This design comes from an exercise in tuning for small area, a short achievable clock period and few clock cycles per item on the open sky130 flow, not from production work. In this exercise RTL edits were held to simulation tests only and were not proved equivalent to the original. Power is estimated from default activity; no workload was simulated.

## config.mk

```make
export PLATFORM = sky130hd
export DESIGN_NAME = accelbrot_scan_gen
export DESIGN_NICKNAME = accelbrot_scan_gen
export VERILOG_FILES = /design/flow/design.v
export SDC_FILE = /design/flow/constraint.sdc
export NUM_CORES = 4
export LEC_CHECK = 0
export CAP_MARGIN = 20
export CORE_MARGIN = 2
export CORE_UTILIZATION = 40
export SLEW_MARGIN = 20
```

## constraint.sdc

```tcl
create_clock -name core_clock -period 5.0 [get_ports {clk}]
set_input_delay 1.0000 -clock core_clock [delete_from_list [all_inputs] [get_ports {clk}]]
set_output_delay 1.0000 -clock core_clock [all_outputs]
set_load 0.01 [all_outputs]
```

## design.v

```verilog
package accelbrot_pkg;
  typedef enum logic [1:0] {
    IDLE,
    ARM,
    BURST
  } state_e;
  function automatic int widx_bits(input int n);
    widx_bits = (n > 1) ? $clog2(n) : 1;
  endfunction
endpackage
module accelbrot_serial_addsub #(
  parameter int WWIDTH = 34
) (
  input  logic              clk,
  input  logic              rstn,
  input  logic              en_i,
  input  logic              first_i,
  input  logic              sub_i,
  input  logic [WWIDTH-1:0] x_i,
  input  logic [WWIDTH-1:0] y_i,
  output logic [WWIDTH-1:0] s_o
);
  logic              c_q;
  logic              cin;
  logic              co;
  logic [WWIDTH-1:0] y_op;
  assign y_op = sub_i ? ~y_i : y_i;
  assign cin  = first_i ? sub_i : c_q;
  assign {co, s_o} = {1'b0, x_i} + {1'b0, y_op}
                   + {{WWIDTH{1'b0}}, cin};
  always_ff @(posedge clk or negedge rstn) begin
    if (!rstn) c_q <= 1'b0;
    else if (en_i) c_q <= co;
  end
endmodule
module accelbrot_scan_gen #(
  parameter int NWORDS = 8,
  parameter int WWIDTH = 34,
  parameter int TWIDTH = 24,
  parameter int XWIDTH = 12,
  parameter int YWIDTH = 12
) (
  input  logic                     clk,
  input  logic                     rstn,
  input  logic [NWORDS*WWIDTH-1:0] cfg_a0,
  input  logic [NWORDS*WWIDTH-1:0] cfg_b0,
  input  logic [NWORDS*WWIDTH-1:0] cfg_step,
  input  logic [XWIDTH-1:0]        cfg_width,
  input  logic [YWIDTH-1:0]        cfg_height,
  input  logic                     ctl_start,
  output logic                     ctl_busy,
  output logic                     ctl_done,
  output logic [31:0]              sts_num_issued,
  output logic [WWIDTH-1:0]        enter_a,
  output logic [WWIDTH-1:0]        enter_b,
  output logic [TWIDTH-1:0]        enter_tag,
  output logic                     enter_start,
  output logic                     enter_valid,
  input  logic                     enter_bp
);
  localparam int NB = NWORDS * WWIDTH;
  localparam int WB = accelbrot_pkg::widx_bits(NWORDS);
  localparam logic [WB-1:0] WLAST = WB'(NWORDS - 1);
  localparam int CW = XWIDTH + YWIDTH;
  logic [NB-1:0]     a_cur_q, a_row0_q, b_cur_q, step_q;
  logic              ca_q, cb_q;
  logic [XWIDTH-1:0] width_q, xrem_q;
  logic [YWIDTH-1:0] yrem_q;
  logic              eor_q, lrow_q, first_q;
  logic [WB-1:0]     ph_q;
  logic [CW-1:0]     issued_q;
  logic              busy_q, done_q, valid_q, estart_q;
  logic              load, empty, go, wend, last_px, more, begin_b;
  logic [WWIDTH-1:0] a_lo, b_lo, s_lo, r_lo, a0w, a_ent, b_ent;
  logic [WWIDTH:0]   a_sum, b_dif;
  assign load    = !busy_q;
  assign empty   = (cfg_width == '0) || (cfg_height == '0);
  assign go      = ctl_start && !busy_q;
  assign wend    = valid_q && (ph_q == WLAST);
  assign last_px = eor_q && lrow_q;
  assign more    = busy_q && (ph_q == WLAST) && !(wend && last_px);
  assign begin_b = !enter_bp && ((go && !empty) || more);
  assign a_lo = a_cur_q[WWIDTH-1:0];
  assign b_lo = b_cur_q[WWIDTH-1:0];
  assign s_lo = step_q[WWIDTH-1:0];
  assign r_lo = a_row0_q[WWIDTH-1:0];
  assign a0w   = first_q ? a_lo : r_lo;
  assign a_sum = {1'b0, a_lo} + {1'b0, s_lo} + {{WWIDTH{1'b0}}, (!estart_q && ca_q)};
  assign b_dif = {1'b0, b_lo} + {1'b0, ~s_lo} + {{WWIDTH{1'b0}}, (estart_q || cb_q)};
  assign a_ent = !valid_q ? a_lo : eor_q ? a0w : a_sum[WWIDTH-1:0];
  assign b_ent = (valid_q && eor_q) ? b_dif[WWIDTH-1:0] : b_lo;
  always_ff @(posedge clk) begin
    a_cur_q  <= load ? cfg_a0   : {a_ent, a_cur_q[NB-1:WWIDTH]};
    b_cur_q  <= load ? cfg_b0   : {b_ent, b_cur_q[NB-1:WWIDTH]};
    step_q   <= load ? cfg_step : {s_lo,  step_q[NB-1:WWIDTH]};
    a_row0_q <= {a0w, a_row0_q[NB-1:WWIDTH]};
    ca_q     <= a_sum[WWIDTH];
    cb_q     <= b_dif[WWIDTH];
    if (load) begin
      width_q <= cfg_width;
      xrem_q  <= cfg_width;
      yrem_q  <= cfg_height;
      eor_q   <= (cfg_width == XWIDTH'(1));
      lrow_q  <= (cfg_height == YWIDTH'(1));
      first_q <= 1'b1;
    end else if (wend) begin
      first_q <= 1'b0;
      if (eor_q) begin
        xrem_q <= width_q;
        eor_q  <= (width_q == XWIDTH'(1));
        yrem_q <= yrem_q - YWIDTH'(1);
        lrow_q <= (yrem_q == YWIDTH'(2));
      end else begin
        xrem_q <= xrem_q - XWIDTH'(1);
        eor_q  <= (xrem_q == XWIDTH'(2));
      end
    end
  end
  always_ff @(posedge clk or negedge rstn) begin
    if (!rstn) begin
      ph_q     <= '0;
      issued_q <= '0;
      busy_q   <= 1'b0;
      done_q   <= 1'b0;
      valid_q  <= 1'b0;
      estart_q <= 1'b0;
    end else begin
      ph_q     <= busy_q ? ph_q + WB'(1) : '0;
      done_q   <= (go && empty) || (wend && last_px);
      estart_q <= begin_b;
      if (begin_b) valid_q <= 1'b1;
      else if (ph_q == WLAST) valid_q <= 1'b0;
      if (go && !empty) begin
        busy_q   <= 1'b1;
        issued_q <= '0;
      end else if (wend) begin
        issued_q <= issued_q + CW'(1);
        if (last_px) busy_q <= 1'b0;
      end
    end
  end
  assign ctl_busy       = busy_q;
  assign ctl_done       = done_q;
  assign sts_num_issued = 32'(issued_q);
  assign enter_a        = a_lo;
  assign enter_b        = b_lo;
  assign enter_tag      = issued_q[TWIDTH-1:0];
  assign enter_start    = estart_q;
  assign enter_valid    = valid_q;
endmodule
```

## run.sh

```bash
#!/bin/bash
# synth_recipe.tcl (not shown) runs the flow's synth.tcl, then flattens the netlist and writes it again
# the make line also repeats each setting of config.mk as NAME=value (left out here)
make -C /OpenROAD-flow-scripts/flow DESIGN_CONFIG=/design/flow/config.mk WORK_HOME=/design/flow/orfs CLKGATE_MAP_FILE= SYNTH_SCRIPT=/design/flow/synth_recipe.tcl finish
```

==> impl_summary.log <==
INFO  metric layout.filler_cells = 8658
INFO  metric ant_nets = 0
INFO  metric cp-start-kind = flip-flop
INFO  metric cts_root_buf = sky130_fd_sc_hd__clkbuf_16
INFO  metric maximum_fanout_along_the_worst_path = 4
INFO  metric cts_hold_repair.buffers = 0
INFO  metric detail_route.drc_violations = 0
INFO  metric pwr-share-seq = 0.412
INFO  metric clock_power_share = 0.236
INFO  metric io_buffer_count = 963
INFO  metric power.density_cell_area = 745 nW/um^2
INFO  metric register_to_register_setup_slack = 1.02 ns
INFO  metric reg2regPathDepth = 13
INFO  metric max-vdd-ir-drop = 369 uV
INFO  metric yosys_warnings = 1
INFO  metric die-area = 103000 sq um
INFO  metric unrepaired_setup_endpoints_after_global_routing = false
INFO  metric synth.distinct_cells = 72
INFO  metric holdWs = 0.320 ns
INFO  metric coreArea = 99700 sq um
INFO  metric swShare = 0.318
INFO  metric avgViaCountPerCell = 4.79
INFO  metric cp_cell_instances = or2_2 -> fa_1 -> fa_1 -> a211oi_1 -> o21ai_0 -> a21oi_1 -> o21ai_1 -> a311oi_2 -> o41ai_1 -> o41ai_2 -> xnor2_1 -> nand2_1 -> a21oi_1
INFO  metric num_rows = 116
INFO  metric cts_post_setup_buffers_inserted = 0
INFO  metric place_congestion = 0.877
INFO  metric synth_area = 40100 sq um
INFO  metric number_of_global_route_vias_before_repair = 26448
INFO  metric p_int = 27.8 mW
INFO  metric layout_worst_path_cycle_share = 0.796
INFO  metric skew = 0.0297 ns
INFO  metric power.share.combinational = 0.353
INFO  metric die_w = 321 microns
INFO  metric drt_wl_total = 133 mm
INFO  metric worst_slew_pin_slew = 1.19 ns
INFO  metric seq_area_frac_synth = 0.593
INFO  metric run_status = finished clean
INFO  metric p_leak = 22.1 nW
INFO  metric critical_path_required = 5.62 ns
INFO  metric holdPathStages = 0
INFO  metric worst_reg2reg_path_startpoint = estart_q$_DFF_PN0_
INFO  metric report.power.total = 40.8 mW
INFO  metric setup.worst_path.class = flip-flop to flip-flop
INFO  metric rr_endpoint = b_cur_q[270]$_DFF_P_
INFO  metric cp-end-kind = flip-flop
INFO  metric synthToLayoutAreaGrowth = 36.5%
INFO  metric holdCritPathClass = flip-flop to flip-flop
INFO  metric synthesis.area_per_instance = 12.6 sq um
INFO  metric post_route_cells_drive_above_1_share = 0.250
INFO  metric power_switching = 13.0 mW
INFO  metric clk_pin_slew_worst_paths = 0.06 ns
INFO  metric top_level_ports = 972
INFO  metric fmax = 251 MHz
INFO  metric pin_count_of_the_biggest_net_entering_global_routing = 192
INFO  metric drt-wirelength-per-cell = 24.2 microns
INFO  metric final_hold_viol_count = 0
INFO  metric worst_path_largest_cell_delay = 0.44 ns
INFO  metric cts_tree = built
INFO  metric max-cap-violations = 0
INFO  metric fin_nets = 4984
INFO  metric drtPass1Iterations = 5
INFO  metric htree_levels = 3
INFO  metric postSynthCellCount = 3182
INFO  metric clock_sinks = 1160
INFO  metric setup_viol = 0
INFO  metric die_height = 321 microns
INFO  metric synth_enable_flop_cells = 38
INFO  metric buffers_from_clock_root_to_sink_at_most = 3
INFO  metric hpwlAfterDp = 105 mm
INFO  metric fin_util = 0.549
INFO  metric grt_pass1_wl = 184 mm
INFO  metric async_reset_ff_frac = 0.0267
INFO  metric critical_path_arrival = 4.60 ns
INFO  metric worst_skew_pair.late_latency = 0.71 ns
INFO  metric tns = 0 ns
INFO  metric worst_hold_path.endpoint = a_row0_q[135]$_DFF_P_
INFO  metric globalRouteOverflowTotal = 0
INFO  metric ys_dominant_reg_cell = sky130_fd_sc_hd__dfxtp_1
INFO  metric cts_repair_resize_count = 0
INFO  metric routed-via-count = 26297
INFO  metric max_slew_margin = 0.204
INFO  metric cts_inserted_buffers = 121
INFO  metric critical_path.slowest_cell = sky130_fd_sc_hd__fa_1
INFO  metric initialDrtViolationCount = 1508
INFO  metric initial_core_util = 0.402
INFO  metric number_of_antenna_violations_at_the_first_check_in_global_routing = 79
INFO  metric synth.ff_latch_count = 1160
INFO  metric min-delay-start = a_row0_q[169]$_DFF_P_
INFO  metric period_needed = 3.98 ns
INFO  metric grt_use_total = 0.251
INFO  metric number_of_pins_with_negative_max_slew_slack_in_the_final_report = 0
==> cell usage in the layout (no fill, tap or decap), types with 9 or more instances in the layout <==
master,instances
sky130_fd_sc_hd__dfxtp_1,1090
sky130_fd_sc_hd__bufinv_16,19
sky130_fd_sc_hd__nand2_1,113
sky130_fd_sc_hd__clkdlybuf4s50_1,963
sky130_fd_sc_hd__a31oi_1,17
sky130_fd_sc_hd__a21oi_1,136
sky130_fd_sc_hd__a221oi_1,9
sky130_fd_sc_hd__o22ai_1,11
sky130_fd_sc_hd__clkbuf_1,22
sky130_fd_sc_hd__and3_1,17
sky130_fd_sc_hd__nor3_1,16
sky130_fd_sc_hd__diode_2,31
sky130_fd_sc_hd__nand2b_1,10
sky130_fd_sc_hd__o211ai_1,15
sky130_fd_sc_hd__a21o_1,27
sky130_fd_sc_hd__buf_4,22
sky130_fd_sc_hd__xnor2_1,56
sky130_fd_sc_hd__inv_1,58
sky130_fd_sc_hd__nand4_1,10
sky130_fd_sc_hd__nand3_1,29
sky130_fd_sc_hd__o21ai_0,67
sky130_fd_sc_hd__clkbuf_8,20
sky130_fd_sc_hd__edfxtp_1,38
sky130_fd_sc_hd__xor2_1,39
sky130_fd_sc_hd__clkbuf_16,123
sky130_fd_sc_hd__ha_1,73
sky130_fd_sc_hd__nor4_1,9
sky130_fd_sc_hd__nor2_1,152
sky130_fd_sc_hd__mux2_2,794
sky130_fd_sc_hd__clkinv_2,25
sky130_fd_sc_hd__dfrtp_1,30
==> worst max-delay path by stage <==
stage,from,endpoint,slack (ns)
after floorplan,estart_q$_DFF_PN0_,b_cur_q[270]$_DFF_P_,1.62
after global placement,estart_q$_DFF_PN0_,b_cur_q[270]$_DFF_P_,1.12
after detailed placement,estart_q$_DFF_PN0_,b_cur_q[270]$_DFF_P_,1.08
after CTS,estart_q$_DFF_PN0_,b_cur_q[270]$_DFF_P_,1.04
after global routing,estart_q$_DFF_PN0_,b_cur_q[270]$_DFF_P_,0.74
final,estart_q$_DFF_PN0_,b_cur_q[270]$_DFF_P_,1.02
==> layer usage <==
metal | track usage | vias to the layer above | routed length (microns)
li1 | - | 12790 | -
met1 | 0.304 | 12419 | 56000
met2 | 0.411 | 816 | 62500
met3 | 0.0860 | 212 | 10600
met4 | 0.0930 | 60 | 3640
met5 | 0.00709 | - | 474
==> critical path: cells and delay by family (launching register included) <==
family	cells	cell delay (ns)
compound gates	8	2.13
simple gates	2	0.36
flops	1	0.40
fa+ha+maj	2	0.84
xor+xnor	1	0.17
==> cells in the mapped netlist (4+ instances only) <==
library cell / count / area share
sky130_fd_sc_hd__nor4_1: 9 / 0.0014
sky130_fd_sc_hd__xor2_1: 39 / 0.0085
sky130_fd_sc_hd__nand2_1: 114 / 0.011
sky130_fd_sc_hd__xnor2_1: 56 / 0.012
sky130_fd_sc_hd__dfrtp_1: 31 / 0.019
sky130_fd_sc_hd__mux2i_1: 8 / 0.0020
sky130_fd_sc_hd__or4_1: 4 / 0.00075
sky130_fd_sc_hd__nor3_1: 16 / 0.0020
sky130_fd_sc_hd__dfxtp_1: 1091 / 0.54
sky130_fd_sc_hd__a221o_1: 4 / 0.0010
sky130_fd_sc_hd__o21a_1: 7 / 0.0013
sky130_fd_sc_hd__o2bb2ai_1: 4 / 0.00087
sky130_fd_sc_hd__o21ai_0: 68 / 0.0085
sky130_fd_sc_hd__a21oi_1: 136 / 0.017
sky130_fd_sc_hd__ha_1: 73 / 0.023
sky130_fd_sc_hd__nand2b_1: 10 / 0.0016
sky130_fd_sc_hd__fa_1: 4 / 0.0020
sky130_fd_sc_hd__o311ai_0: 4 / 0.00087
sky130_fd_sc_hd__mux2_2: 794 / 0.22
sky130_fd_sc_hd__inv_1: 58 / 0.0054
sky130_fd_sc_hd__nor2b_1: 8 / 0.0012
sky130_fd_sc_hd__and2_1: 7 / 0.0011
sky130_fd_sc_hd__nand4_1: 10 / 0.0016
sky130_fd_sc_hd__a31oi_1: 17 / 0.0027
sky130_fd_sc_hd__o211ai_1: 15 / 0.0028
sky130_fd_sc_hd__nand3_1: 29 / 0.0036
sky130_fd_sc_hd__o21bai_1: 8 / 0.0015
sky130_fd_sc_hd__a211oi_1: 6 / 0.0011
sky130_fd_sc_hd__edfxtp_1: 38 / 0.028
sky130_fd_sc_hd__a21o_1: 27 / 0.0051
sky130_fd_sc_hd__buf_4: 100 / 0.019
sky130_fd_sc_hd__clkbuf_1: 132 / 0.012
sky130_fd_sc_hd__o22ai_1: 11 / 0.0017
sky130_fd_sc_hd__nor2_1: 153 / 0.014
sky130_fd_sc_hd__or3_1: 4 / 0.00062
sky130_fd_sc_hd__and3_1: 17 / 0.0027
sky130_fd_sc_hd__a221oi_1: 9 / 0.0020
sky130_fd_sc_hd__a21boi_0: 4 / 0.00075
==> layout make-up <==
class	count	area, sq um	share of cell area
Sequential cell	1160	23800	0.434
Tap cell	1298	1620	0.0297
Antenna cell	31	77.6	0.00142
Inverter	61	229	0.00418
Clock inverter	61	858	0.0157
Multi-Input combinational cell	1731	14900	0.272
Timing Repair Buffer	988	9860	0.180
Clock buffer	165	3440	0.0628
==> per-stage QoR <==
step | cells | cell area [sq um] | setup slack [ns]
final | 5495 | 54700 | 1.02
after CTS | 5464 | 54600 | 1.04
after global placement | 5238 | 50400 | 1.12
after global routing | 5487 | 54700 | 0.737
after floorplan | 3189 | 40100 | 1.62
after detailed placement | 5238 | 50400 | 1.08
==> power groups by stage <==
stage               combinational (mW)  sequential (mW)  clock, mW
global placement                  14.4             16.9          0
detailed placement                14.3             17.0          0
finish                            14.4             16.8       9.60
global route                      15.7             17.2       10.2
floorplan                         10.7             15.5          0
CTS                               14.5             16.9       9.79
==> flip-flops by register name, summed over array words and instances, names as in the netlist, 3 cells and up <==
| name | flops |
|---|---|
| a_cur_q | 272 |
| a_row0_q | 272 |
| b_cur_q | 272 |
| issued_q | 24 |
| ph_q | 3 |
| step_q | 272 |
| width_q | 12 |
| xrem_q | 12 |
| yrem_q | 12 |
==> cells by family after synthesis <==
logic type	Yosys count	share of synthesized area
flip-flops	1160	0.593
multiplexers	802	0.225
AND/OR/NAND/NOR	395	0.0444
AO/OA/AOI/OAI	354	0.0550
buffers and inverters	298	0.0373
XOR/XNOR	95	0.0208
adder cells (fa/ha/maj)	77	0.0248
other	1	0.0000935
Testbench counts, summed over its fixed seeds: cycles 280,648, pixels 35,068.

==> separate check: timing with driven ports <==
Ports are ideal in the flow. The routed layout listed here was re-timed in OpenROAD. Step 1: set_driving_cell puts a clkbuf_16 on clk and a buf_2 on each other input, an assumption about the parent block. Step 2, shift: input delay + t, output delay - t, t = (earliest + latest rising clock arrival at the registers) / 2. This alone moves slack from input paths to output paths. a / b / c = no drivers / after step 1 / after step 2; a / b = the first two.
shift t [ns]: 0.774
setup WS [ns]: 1.021 / 1.021 / 1.021
hold WS [ns]: 0.320 / 0.320 / 0.320
worst data-port slew with drivers (ns): 0.19
After both steps this run still meets setup and hold. The setup slack of this run moves by 0.000 ns with the drivers and by 0.000 ns with both steps.
